From an optimization exercise on the open Yosys and OpenROAD flow, aimed at small area; shortcuts taken in it are not production practice. Function was checked by simulation only, so behaviour that the tests miss may differ from the original. Power and IR drop assume default switching activity.

$ cat flow/design.v
package mipsPkg;
    typedef struct packed {
        logic [5:0]                   op;
        logic [5-1:0]   rs;
        logic [5-1:0]   rt;
        logic [5-1:0]   rd;
        logic [4:0]                   sa;
        logic [5:0]                   funct;
    } rTypeS;
    typedef struct packed {
        logic [5:0]                   op;
        logic [5-1:0]   rs;
        logic [5-1:0]   rt;
        logic [15:0]                  imm;
    } iTypeS;
    typedef struct packed {
        logic [5:0]  op;
        logic [25:0] index;     
    } jTypeS;
    typedef union packed {
        rTypeS rType;
        iTypeS iType;
        jTypeS jType;
    } instrU;
    typedef enum logic [2:0] {
        aluAdd, aluSub, aluAnd, aluOr, aluSlt, aluSll, aluLui
    } aluOpE;
    typedef enum logic [1:0] {npcSeq, npcBranch, npcJump, npcJumpReg} npcOpE;
    typedef enum logic [1:0] {srcAlu, srcMem, srcLink} regSrcE;
    typedef enum logic [1:0] {dstRt, dstRd, dstRa} regDstE;
endpackage
`timescale 1ns/100ps
module registerFile (
    input  logic                       clk,
    input  logic                       rstN,
    input  logic [5-1:0] readAddr1,
    input  logic [5-1:0] readAddr2,
    input  logic                       writeEn,
    input  logic [5-1:0] writeAddr,
    input  logic [32-1:0]     writeData,
    output logic [32-1:0]     readData1,
    output logic [32-1:0]     readData2
);
    localparam int N = 2**5;
    localparam int W = 32;
    logic [W-1:0] regs [1:N-1];    
    logic [N-1:1] valid;
    logic         phase;
    logic [W-1:0] wdPh;            
    logic [N-1:1] we;              
    logic [N-1:1] weN;
    logic [N-1:0] sel1;            
    logic [N-1:0] sel2;
    logic         ph1;             
    logic         ph2;
    always_comb begin
        for (int i = 1; i < N; i++) begin
            we[i]   = writeEn && (writeAddr == i);
            weN[i]  = !we[i];
            sel1[i] = (readAddr1 == i) && valid[i] && weN[i];
            sel2[i] = (readAddr2 == i) && valid[i] && weN[i];
        end
        sel1[0] = writeEn && (readAddr1 == writeAddr) && (readAddr1 != '0);
        sel2[0] = writeEn && (readAddr2 == writeAddr) && (readAddr2 != '0);
    end
    assign wdPh = writeData ^ {W{phase}};
    assign ph1  = phase && (|sel1);
    assign ph2  = phase && (|sel2);
    always_ff @(posedge clk or negedge rstN) begin
        if (!rstN) begin
            valid <= '0;
            phase <= 1'b0;
        end else begin
            valid <= valid | we;
            phase <= !phase;
        end
    end
    for (genvar i = 1; i < N; i++) begin : g_reg
        logic [W-1:0] d;
        for (genvar b = 0; b < W; b++) begin : g_bit
            nextBit nb (.we(we[i]), .weN(weN[i]), .wd(wdPh[b]), .q(regs[i][b]), .d(d[b]));
        end
        always_ff @(posedge clk) regs[i] <= d;
    end
    for (genvar b = 0; b < W; b++) begin : g_rd
        logic [N-1:0] col;
        assign col[0] = wdPh[b];
        for (genvar i = 1; i < N; i++) begin : g_col
            assign col[i] = regs[i][b];
        end
        readBit rb1 (.sel(sel1), .data(col), .ph(ph1), .out(readData1[b]));
        readBit rb2 (.sel(sel2), .data(col), .ph(ph2), .out(readData2[b]));
    end
endmodule
module nextBit (
    input  logic we,
    input  logic weN,
    input  logic wd,
    input  logic q,
    output logic d
);
    assign d = ~((q | we) & (wd | weN));
endmodule
module readBit (
    input  logic [31:0] sel,
    input  logic [31:0] data,
    input  logic        ph,
    output logic        out
);
    logic [11:0] n;
    logic        any;
    for (genvar k = 0; k < 10; k++) begin : g_aoi
        aoi222 a (.a(sel[3*k]), .b(data[3*k]), .c(sel[3*k+1]), .d(data[3*k+1]),
                  .e(sel[3*k+2]), .f(data[3*k+2]), .y(n[k]));
    end
    nand2m a10 (.a(sel[30]), .b(data[30]), .y(n[10]));
    nand2m a11 (.a(sel[31]), .b(data[31]), .y(n[11]));
    nandTree nt (.n(n), .y(any));
    xor2m xo (.a(any), .b(ph), .y(out));
endmodule
module nandTree (
    input  logic [11:0] n,
    output logic        y
);
    assign y = ~&n;
endmodule
module nand2m (
    input  logic a, b,
    output logic y
);
    assign y = ~(a & b);
endmodule
module xor2m (
    input  logic a, b,
    output logic y
);
    assign y = a ^ b;
endmodule
module aoi222 (
    input  logic a, b, c, d, e, f,
    output logic y
);
    assign y = ~((a & b) | (c & d) | (e & f));
endmodule
module aoi22 (
    input  logic a, b, c, d,
    output logic y
);
    assign y = ~((a & b) | (c & d));
endmodule
`timescale 1ns/100ps
module nextPc (
    input  mipsPkg::instrU         instr,
    input  logic [32-1:0] pcD,
    input  logic [32-1:0] regData1,
    input  logic [32-1:0] regData2,
    input  logic [32-1:0] aluOutM,
    input  logic                   forwardAD,
    input  logic                   forwardBD,
    input  mipsPkg::npcOpE         npcOp,
    output logic [32-1:0] npc,
    output logic [32-1:0] linkAddr
);
    localparam int W = 32;
    logic [W-1:0] opA;
    logic [W-1:0] opB;
    logic         opEqual;
    logic [W-1:0] branchTarget;
    logic         selJr;         
    logic         selJ;
    logic         selBt;
    logic         selP4;
    logic         selP4Hi;       
    logic         selP4Lo;
    logic         selP4JHi;      
    logic         selP4JLo;
    logic [W-1:0] opAN;      
    logic [W-1:0] opBN;
    for (genvar k = 0; k < W; k++) begin : g_fwd
        mux2im ma (.s(forwardAD), .a(aluOutM[k]), .b(regData1[k]), .y(opAN[k]));
        mux2im mb (.s(forwardBD), .a(aluOutM[k]), .b(regData2[k]), .y(opBN[k]));
    end
    assign opA = ~opAN;
    eqCmp cmp (.aN(opAN), .bN(opBN), .eq(opEqual));
    logic [W-1:3] incCarry;
    assign incCarry[3] = 1'b1;
    for (genvar k = 3; k < W; k++) begin : g_inc
        assign linkAddr[k] = pcD[k] ^ incCarry[k];
        if (k + 1 < W) begin : g_c
            assign incCarry[k+1] = pcD[k] & incCarry[k];
        end
    end
    assign linkAddr[2:0] = pcD[2:0];
    btAdd bt (.a(pcD[W-1:2]), .imm(instr.iType.imm), .y(branchTarget[W-1:2]));
    assign branchTarget[1:0] = pcD[1:0];
    assign selJr    = (npcOp == mipsPkg::npcJumpReg);
    assign selJ     = (npcOp == mipsPkg::npcJump);
    assign selBt    = (npcOp == mipsPkg::npcBranch) && opEqual;
    assign selP4    = !selJr && !selJ && !selBt;
    assign selP4Hi  = selP4 && pcD[2];
    assign selP4Lo  = selP4 && !pcD[2];
    assign selP4JHi = (selP4 || selJ) && pcD[2];
    assign selP4JLo = (selP4 || selJ) && !pcD[2];
    assign npc[1:0] = ({2{selJr}} & opA[1:0]) | ({2{selP4 | selBt}} & pcD[1:0]);
    assign npc[2]   = (selJr & opA[2]) | (selJ & instr.jType.index[0]) |
                      (selBt & branchTarget[2]) | (selP4 & !pcD[2]);
    for (genvar k = 3; k < 28; k++) begin : g_npcLo
        andOr5 ao (.s0(selJr), .d0(opA[k]), .s1(selJ), .d1(instr.jType.index[k-2]),
                   .s2(selBt), .d2(branchTarget[k]), .s3(selP4Hi), .d3(linkAddr[k]),
                   .s4(selP4Lo), .d4(pcD[k]), .y(npc[k]));
    end
    for (genvar k = 28; k < W; k++) begin : g_npcHi
        andOr4 ao (.s0(selJr), .d0(opA[k]), .s1(selBt), .d1(branchTarget[k]),
                   .s2(selP4JHi), .d2(linkAddr[k]), .s3(selP4JLo), .d3(pcD[k]), .y(npc[k]));
    end
endmodule
module mux2m (
    input  logic s, a, b,
    output logic y
);
    assign y = s ? a : b;
endmodule
module mux2im (
    input  logic s, a, b,
    output logic y
);
    assign y = ~(s ? a : b);
endmodule
module eqCmp (
    input  logic [32-1:0] aN,
    input  logic [32-1:0] bN,
    output logic                   eq
);
    assign eq = &(aN ~^ bN);
endmodule
module andOr5 (
    input  logic s0, d0, s1, d1, s2, d2, s3, d3, s4, d4,
    output logic y
);
    assign y = (s0 & d0) | (s1 & d1) | (s2 & d2) | (s3 & d3) | (s4 & d4);
endmodule
module andOr4 (
    input  logic s0, d0, s1, d1, s2, d2, s3, d3,
    output logic y
);
    assign y = (s0 & d0) | (s1 & d1) | (s2 & d2) | (s3 & d3);
endmodule
module mux9 (
    input  logic       s,
    input  logic [8:0] a,
    input  logic [8:0] b,
    output logic [8:0] y
);
    assign y = s ? a : b;
endmodule
module incDec #(parameter int N = 14) (
    input  logic [N-1:0] a,
    input  logic         sgn,
    input  logic         cin,
    output logic [N-1:0] y
);
    logic [N-1:0] ones;    
    logic [N-1:0] zeros;
    logic         inc;
    logic         dec;
    assign ones[0]  = 1'b1;
    assign zeros[0] = 1'b1;
    for (genvar k = 1; k < N; k++) begin : g
        assign ones[k]  = ones[k-1] & a[k-1];
        assign zeros[k] = zeros[k-1] & ~a[k-1];
    end
    assign inc = cin & ~sgn;
    assign dec = ~cin & sgn;
    assign y = a ^ (({N{inc}} & ones) | ({N{dec}} & zeros));
endmodule
module btAdd (
    input  logic [29:0] a,
    input  logic [15:0] imm,
    output logic [29:0] y
);
    logic [16:0] c;      
    logic [15:0] p;      
    logic [15:0] g;      
    assign c[0] = 1'b1;
    for (genvar j = 0; j < 16; j += 2) begin : g_add
        pgPos pe (.a(a[j]),   .b(imm[j]),   .p(p[j]),   .g(g[j]));
        pgNeg po (.a(a[j+1]), .b(imm[j+1]), .pN(p[j+1]), .gN(g[j+1]));
        carryPos ce (.p(p[j]), .g(g[j]), .c(c[j]), .coN(c[j+1]));
        carryNeg co (.pN(p[j+1]), .gN(g[j+1]), .cN(c[j+1]), .co(c[j+2]));
        xor2m se (.a(p[j]),   .b(c[j]),   .y(y[j]));
        xor2m so (.a(p[j+1]), .b(c[j+1]), .y(y[j+1]));
    end
    incDec #(.N(14)) hi (.a(a[29:16]), .sgn(imm[15]), .cin(c[16]), .y(y[29:16]));
endmodule
module pgPos (
    input  logic a, b,
    output logic p, g
);
    assign p = a ^ b;
    assign g = a & b;
endmodule
module pgNeg (
    input  logic a, b,
    output logic pN, gN
);
    assign pN = ~(a ^ b);
    assign gN = ~(a & b);
endmodule
module carryPos (
    input  logic p, g, c,
    output logic coN
);
    assign coN = ~(g | (p & c));
endmodule
module carryNeg (
    input  logic pN, gN, cN,
    output logic co
);
    assign co = ~(gN & (pN | cN));
endmodule
`timescale 1ns/100ps
module controlUnit (
    input  logic           rstN,
    input  mipsPkg::instrU   instr,
    output logic             regWe,
    output logic             memWe,
    output logic             extOp,      
    output mipsPkg::aluOpE   aluOp,
    output logic             aluSrc1,    
    output logic             aluSrc2,    
    output mipsPkg::regSrcE  regSrc,
    output mipsPkg::regDstE  regDst,
    output mipsPkg::npcOpE   npcOp
);
    logic [5:0] op;
    logic [5:0] funct;
    assign op    = instr.rType.op;
    assign funct = instr.rType.funct;
    always_comb begin
        regWe   = 1'b0;
        memWe   = 1'b0;
        extOp   = 1'b1;
        aluOp   = mipsPkg::aluAdd;
        aluSrc1 = 1'b0;
        aluSrc2 = 1'b0;
        regSrc  = mipsPkg::srcAlu;
        regDst  = mipsPkg::dstRt;
        npcOp   = mipsPkg::npcSeq;
        if (rstN) begin
            case (op)
                6'b000000: begin
                    regDst = mipsPkg::dstRd;
                    regWe  = 1'b1;
                    case (funct)
                        6'b100001: aluOp = mipsPkg::aluAdd;
                        6'b100011: aluOp = mipsPkg::aluSub;
                        6'b100100:  aluOp = mipsPkg::aluAnd;
                        6'b100101:   aluOp = mipsPkg::aluOr;
                        6'b101010:  aluOp = mipsPkg::aluSlt;
                        6'b000000: begin
                            aluOp   = mipsPkg::aluSll;
                            aluSrc1 = 1'b1;
                        end
                        6'b001000: begin
                            regWe = 1'b0;
                            npcOp = mipsPkg::npcJumpReg;
                        end
                        default: regWe = 1'b0;    
                    endcase
                end
                6'b001001: begin
                    regWe   = 1'b1;
                    aluSrc2 = 1'b1;
                end
                6'b001101: begin
                    regWe   = 1'b1;
                    aluSrc2 = 1'b1;
                    extOp   = 1'b0;
                    aluOp   = mipsPkg::aluOr;
                end
                6'b001111: begin
                    regWe   = 1'b1;
                    aluSrc2 = 1'b1;
                    aluOp   = mipsPkg::aluLui;
                end
                6'b100011: begin
                    regWe   = 1'b1;
                    aluSrc2 = 1'b1;
                    regSrc  = mipsPkg::srcMem;
                end
                6'b101011: begin
                    memWe   = 1'b1;
                    aluSrc2 = 1'b1;
                end
                6'b000100: npcOp = mipsPkg::npcBranch;
                6'b000010:   npcOp = mipsPkg::npcJump;
                6'b000011: begin
                    regWe  = 1'b1;
                    regSrc = mipsPkg::srcLink;
                    regDst = mipsPkg::dstRa;
                    npcOp  = mipsPkg::npcJump;
                end
                default: ;
            endcase
        end
    end
endmodule
`timescale 1ns/100ps
module decodeStage (
    input  logic                       clk,
    input  logic                       rstN,
    input  logic [32-1:0]     instrD,
    input  logic [32-1:0]     pcD,
    input  logic                       regWeW,
    input  logic [5-1:0] writeRegAddrW,
    input  logic [32-1:0]     wbOut,
    input  logic [32-1:0]     aluOutM,
    input  logic                       forwardAD,
    input  logic                       forwardBD,
    output logic [32-1:0]     npc,
    output logic [32-1:0]     linkAddrD,
    output logic                       regWeD,
    output logic                       memWeD,
    output logic                       extOpD,
    output logic                       aluSrc1D,
    output logic                       aluSrc2D,
    output mipsPkg::aluOpE             aluOpD,
    output mipsPkg::regSrcE            regSrcD,
    output mipsPkg::regDstE            regDstD,
    output mipsPkg::npcOpE             npcOpD,
    output logic [32-1:0]     readData1D,
    output logic [32-1:0]     readData2D,
    output logic [5-1:0] rsD,
    output logic [5-1:0] rtD,
    output logic [5-1:0] rdD,
    output logic [4:0]                 shamtD,
    output logic [15:0]                imm16D
);
    mipsPkg::instrU instr;
    assign instr  = instrD;
    assign rsD    = instr.rType.rs;
    assign rtD    = instr.rType.rt;
    assign rdD    = instr.rType.rd;
    assign shamtD = instr.rType.sa;
    assign imm16D = instr.iType.imm;
    registerFile regFile (
        .clk(clk), .rstN(rstN),
        .readAddr1(instr.rType.rs), .readAddr2(instr.rType.rt),
        .writeEn(regWeW), .writeAddr(writeRegAddrW), .writeData(wbOut),
        .readData1(readData1D), .readData2(readData2D)
    );
    nextPc pcUnit (
        .instr(instr), .pcD(pcD),
        .regData1(readData1D), .regData2(readData2D),
        .aluOutM(aluOutM), .forwardAD(forwardAD), .forwardBD(forwardBD),
        .npcOp(npcOpD), .npc(npc), .linkAddr(linkAddrD)
    );
    controlUnit ctrlUnit (
        .rstN(rstN), .instr(instr),
        .regWe(regWeD), .memWe(memWeD), .extOp(extOpD), .aluOp(aluOpD),
        .aluSrc1(aluSrc1D), .aluSrc2(aluSrc2D), .regSrc(regSrcD),
        .regDst(regDstD), .npcOp(npcOpD)
    );
endmodule
$ cat flow/run.sh
#!/bin/bash
# synth_recipe.tcl (not shown) runs the flow's synth.tcl, then flattens the netlist and writes it again
# the make line also repeats each setting of config.mk as NAME=value (left out here)
make -C /OpenROAD-flow-scripts/flow DESIGN_CONFIG=/design/flow/config.mk WORK_HOME=/design/flow/orfs CLKGATE_MAP_FILE= SYNTH_SCRIPT=/design/flow/synth_recipe.tcl finish
$ cat flow/config.mk
export PLATFORM = sky130hd
export DESIGN_NAME = decodeStage
export DESIGN_NICKNAME = decodeStage
export VERILOG_FILES = /design/flow/design.v
export SDC_FILE = /design/flow/constraint.sdc
export NUM_CORES = 4
export LEC_CHECK = 0
export CAP_MARGIN = 20
export CORE_MARGIN = 2
export CORE_UTILIZATION = 55
export CTS_BUF_LIST = sky130_fd_sc_hd__clkbuf_16
export CTS_CLUSTER_DIAMETER = 50
export CTS_CLUSTER_SIZE = 24
export PLACE_DENSITY = 0.65
export SETUP_SLACK_MARGIN = 0.3
export SLEW_MARGIN = 20
export SYNTH_HIERARCHICAL = 1
$ cat flow/constraint.sdc
create_clock -name core_clock -period 12.0 [get_ports {clk}]
set_input_delay 2.4000 -clock core_clock [delete_from_list [all_inputs] [get_ports {clk}]]
set_output_delay 2.4000 -clock core_clock [all_outputs]
set_load 0.01 [all_outputs]
==> results.toml <==
[worst_setup_path]
slowest_delay_ns = 0.77
critPathMaxFanout = 20
path_cells = "clkdlybuf4s50_1 > nand3b_1 > or2_2 > nor2_4 > buf_4 > a222oi_1 > nand4_1 > or3_1 > xor2_1 > mux2i_1 > xor2_1 > nor4_2 > nand4_1 > nor2_2 > buf_4 > nand2_1 > and3b_2 > buf_12 > a222oi_1 > nand2_1 > clkdlybuf4s50_1"
critPathKind = "in2out"
worstPathArrival_ns = 9.40
critPathBufInv = 5
endpoint_kind = "primary output"
cp_top_family = "simple AND/OR/NAND/NOR gates"
crit_path_top_delay_cell = "clkdlybuf4s50_1"
required_ns = 9.60
crit_path_start_kind = "input pin"

[floorplanning]
start_util_pct = 55.5
fp.dieW_um = 280
rows = 101
coreArea_mm2 = 0.0757
ios = 316
die_h_um = 280
die-area_mm2 = 0.0786

[clock_network]
cts_tree = "done"
path_clk_slew_ns = 0.07
cts.sinks = 1024
htreeDepth = 3
cts.path.max_buffers = 3
cts_buffers = 93
clk_latency_ns = 0.70
root_buffer = "clkbuf_16"
cts_hold_buf = 0

[drt]
finalWirelength_um = 214000
drc = 0
vias = 47111
detail-route-antenna-nets = 0
viasPerCell = 8.38
drtIter0Drc = 12974
wl_per_cell_um = 38.0
drt_first_pass_iters = 15

[power]
p_per_area_mw_per_mm2 = 196
p_leak_nw = 19.3
switchingPower_mw = 3.44
ir_worst_vdd_uv = 156
power.internal_mw = 6.83
combPwrFrac_pct = 21.0
power_frac_seq_pct = 47.2
swShare_pct = 33.5
power_frac_clock_pct = 31.7

[placement]
hpwl_um = 129000
io_buffers = 315
dp.cells = 5426
gp_congestion = 1.10

[worst_hold_path]
hold_path_class = "reg2reg"

[yosys]
ys_seq_area_share_pct = 49.2
netlist.top_cell.by_area = "dfxtp_1"
synthFlopType = "dfxtp_1"
synth_seq_cells = 1024
synthCells = 3956
synth_top_area_share_pct = 47.3
ys_types = 75
synth_edf_count = 0
synth_area_mm2 = 0.0420
yosysWarnings = 10
async_flop_share_pct = 3.13
synth.area.top_cells = "dfxtp_1 (47%), a222oi_1 (16%), o22ai_1 (15%), xor2_1 (3.1%), nand4_1 (3.0%)"
avgSynthCellArea_um2 = 10.6

[grt]
gr-total-overflow = 0
grt_pass1_wl_um = 299000
antenna_found_initial = 19
groute.usage.overall_pct = 51.8
grt_max_degree = 35
grt_pass1_vias = 43730

[timing]
fin_worst_skew_ns = 0.0569
worst_slew_pin_slew_ns = 1.09
rsz0062_at_grt = "true"
setup_violations = 0
slew_headroom_pct = 27.1
period_share_pct = 98.4
slew_viol_final = 0
fin_crit_ns = 11.80
hold_viol = 0
max_freq_mhz = 84.7

[run]
drv_cap = 0

[finish]
final_util_pct = 69.4
finalNetCount = 4735
syn2layout_area_growth_pct = 25.1
layout.cells.non_filler = 5622
layout_common_cells = "o22ai_1 (995), dfxtp_1 (992), a222oi_1 (665), clkdlybuf4s50_1 (305), buf_4 (256)"
layout_commonest_cell = "o22ai_1"
drive_gt1_share_pct = 13.3

[run_status]
outcome = "complete, no violations"
[cell usage after synthesis (6+ instances only)]
library cell    n
mux2i_1        67
a21oi_1         6
o21ai_0         8
o22ai_1       995
or3_1          69
a211oi_1       10
buf_6           9
nand2_1       195
nor2_1         45
o21ai_1        13
xor2_1        148
xnor2_1        19
o31ai_1         7
dfrtp_1        32
a22oi_1        35
nand3b_1        8
nand2b_1       15
a2111oi_0      21
a21oi_2         8
or2_2          15
clkbuf_1       11
ha_1           45
buf_2          14
nor3_1         24
buf_4          42
nand4_1       200
a222oi_1      665
nand3_1        16
inv_1         109
nor4_1         21
dfxtp_1       992
[final timing paths]
check                                     start              endpoint  slack (ns)  cells after the start
max                                  instrD[17]                npc[9]        0.20                     21
max in group asynchronous                  rstN     regFile.valid[27]        9.61                      2
min                        regFile.regs[30][25]  regFile.regs[30][25]        0.47                      1
min reg2reg                regFile.regs[30][25]  regFile.regs[30][25]        0.47                      1
min in group asynchronous                  rstN      regFile.valid[5]        1.97                      2
max reg2reg                       regFile.phase   regFile.regs[9][19]        9.10                      4
[timing repair]
item | 4_1_cts | 5_1_grt
resized for setup | 4 | 22
setup endpoints to repair | 30 | 30
gates cloned | 0 | 0
pin swaps | 1 | 2
endpoints found under the hold margin | 0 | 0
buffers inserted | 4 | 4
[state kept, by name, indices dropped and copies added, names as in the netlist]
register	cells
regFile.regs	992
regFile.valid	31
regFile.phase	1
[cell type report]
class	count	area [um2]
fillers	5973	23200
multi-input cells	2745	21500
flip-flops and latches	1024	20700
repair buffers	579	5240
clock buffers	96	2400
well taps	978	1220
clock inverters	77	1010
inverters	109	413
diodes	14	35.0
[metrics by stage]
stage | total power, mW | hold slack, ns | TNS, ns | setup slack (ns) | instance area (um2)
final | 10.3 | 0.468 | 0 | 0.195 | 52500
after CTS | 10.1 | 0.469 | 0 | 0.352 | 52300
after detailed placement | 6.87 | 0.458 | -2.70 | -0.222 | 48900
after floorplan | 5.78 | 0.427 | 0 | 0.620 | 42100
after global placement | 6.80 | 0.449 | -1.21 | -0.155 | 48900
after global routing | 10.5 | 0.478 | 0 | 0.269 | 52500
[Yosys stat by module (local to each module, per instance), a selection]
module / times used / area, um2 / flip-flops and latches
btAdd: 1 / 3.75 / 0
mux2im: 64 / 10.0 / 0
nextBit: 992 / 6.26 / 0
pgNeg: 8 / 20.0 / 0
xor2m: 80 / 8.76 / 0
controlUnit: 1 / 287 / 0
eqCmp: 1 / 347 / 0
nextPc: 1 / 604 / 0
nandTree: 64 / 25.0 / 0
andOr4: 4 / 18.8 / 0
nand2m: 128 / 3.75 / 0
carryPos: 8 / 8.76 / 0
[cell families after synthesis]
kind of cell,share of synthesized area (%)
and+or+nand+nor,8.77
DFF,49.2
buffers and inverters,2.26
AOI/OAI and AO/OA,33.3
xor gates and xnor gates,3.48
adders and majority gates,1.34
other,0.00893
muxes,1.60
[power by group through the flow]
stage	sequential, mW	clock (mW)	combinational (mW)
floorplan	4.73	0	1.06
global placement	4.84	0	1.97
detailed placement	4.87	0	2.01
CTS	4.80	3.25	2.02
global route	4.93	3.38	2.21
finish	4.85	3.26	2.16
[layer usage]
layer | wire length [um] | vias up | global-route usage (%)
met5 | 118 | - | 0
met4 | 19500 | 18 | 39.6
met3 | 37200 | 1131 | 21.2
met2 | 85300 | 4831 | 72.2
met1 | 71500 | 22316 | 63.5
li1 | - | 18815 | -

## afterwards: timing with drivers on the ports
Ports are ideal in the flow. The routed layout listed here was re-timed in OpenROAD. Step 1, drivers: a clkbuf_16 drives clk and a buf_2 each remaining input, both assumed. Step 2 also shifts input and output timing later by t, the mid clock arrival at the registers, as if the neighbouring blocks saw the same clock. Three values: ideal ports, drivers, drivers and shift; two values: the first two.
t (ns): 0.748
slack for setup (ns): 0.195 / 0.168 / 0.168
worst setup path at the end: input to output
pins driven straight from the clock port: 1
After both steps setup and hold are still met in this run. For this run, drivers alone change the setup slack by -0.027 ns; drivers and shift together by -0.027 ns.
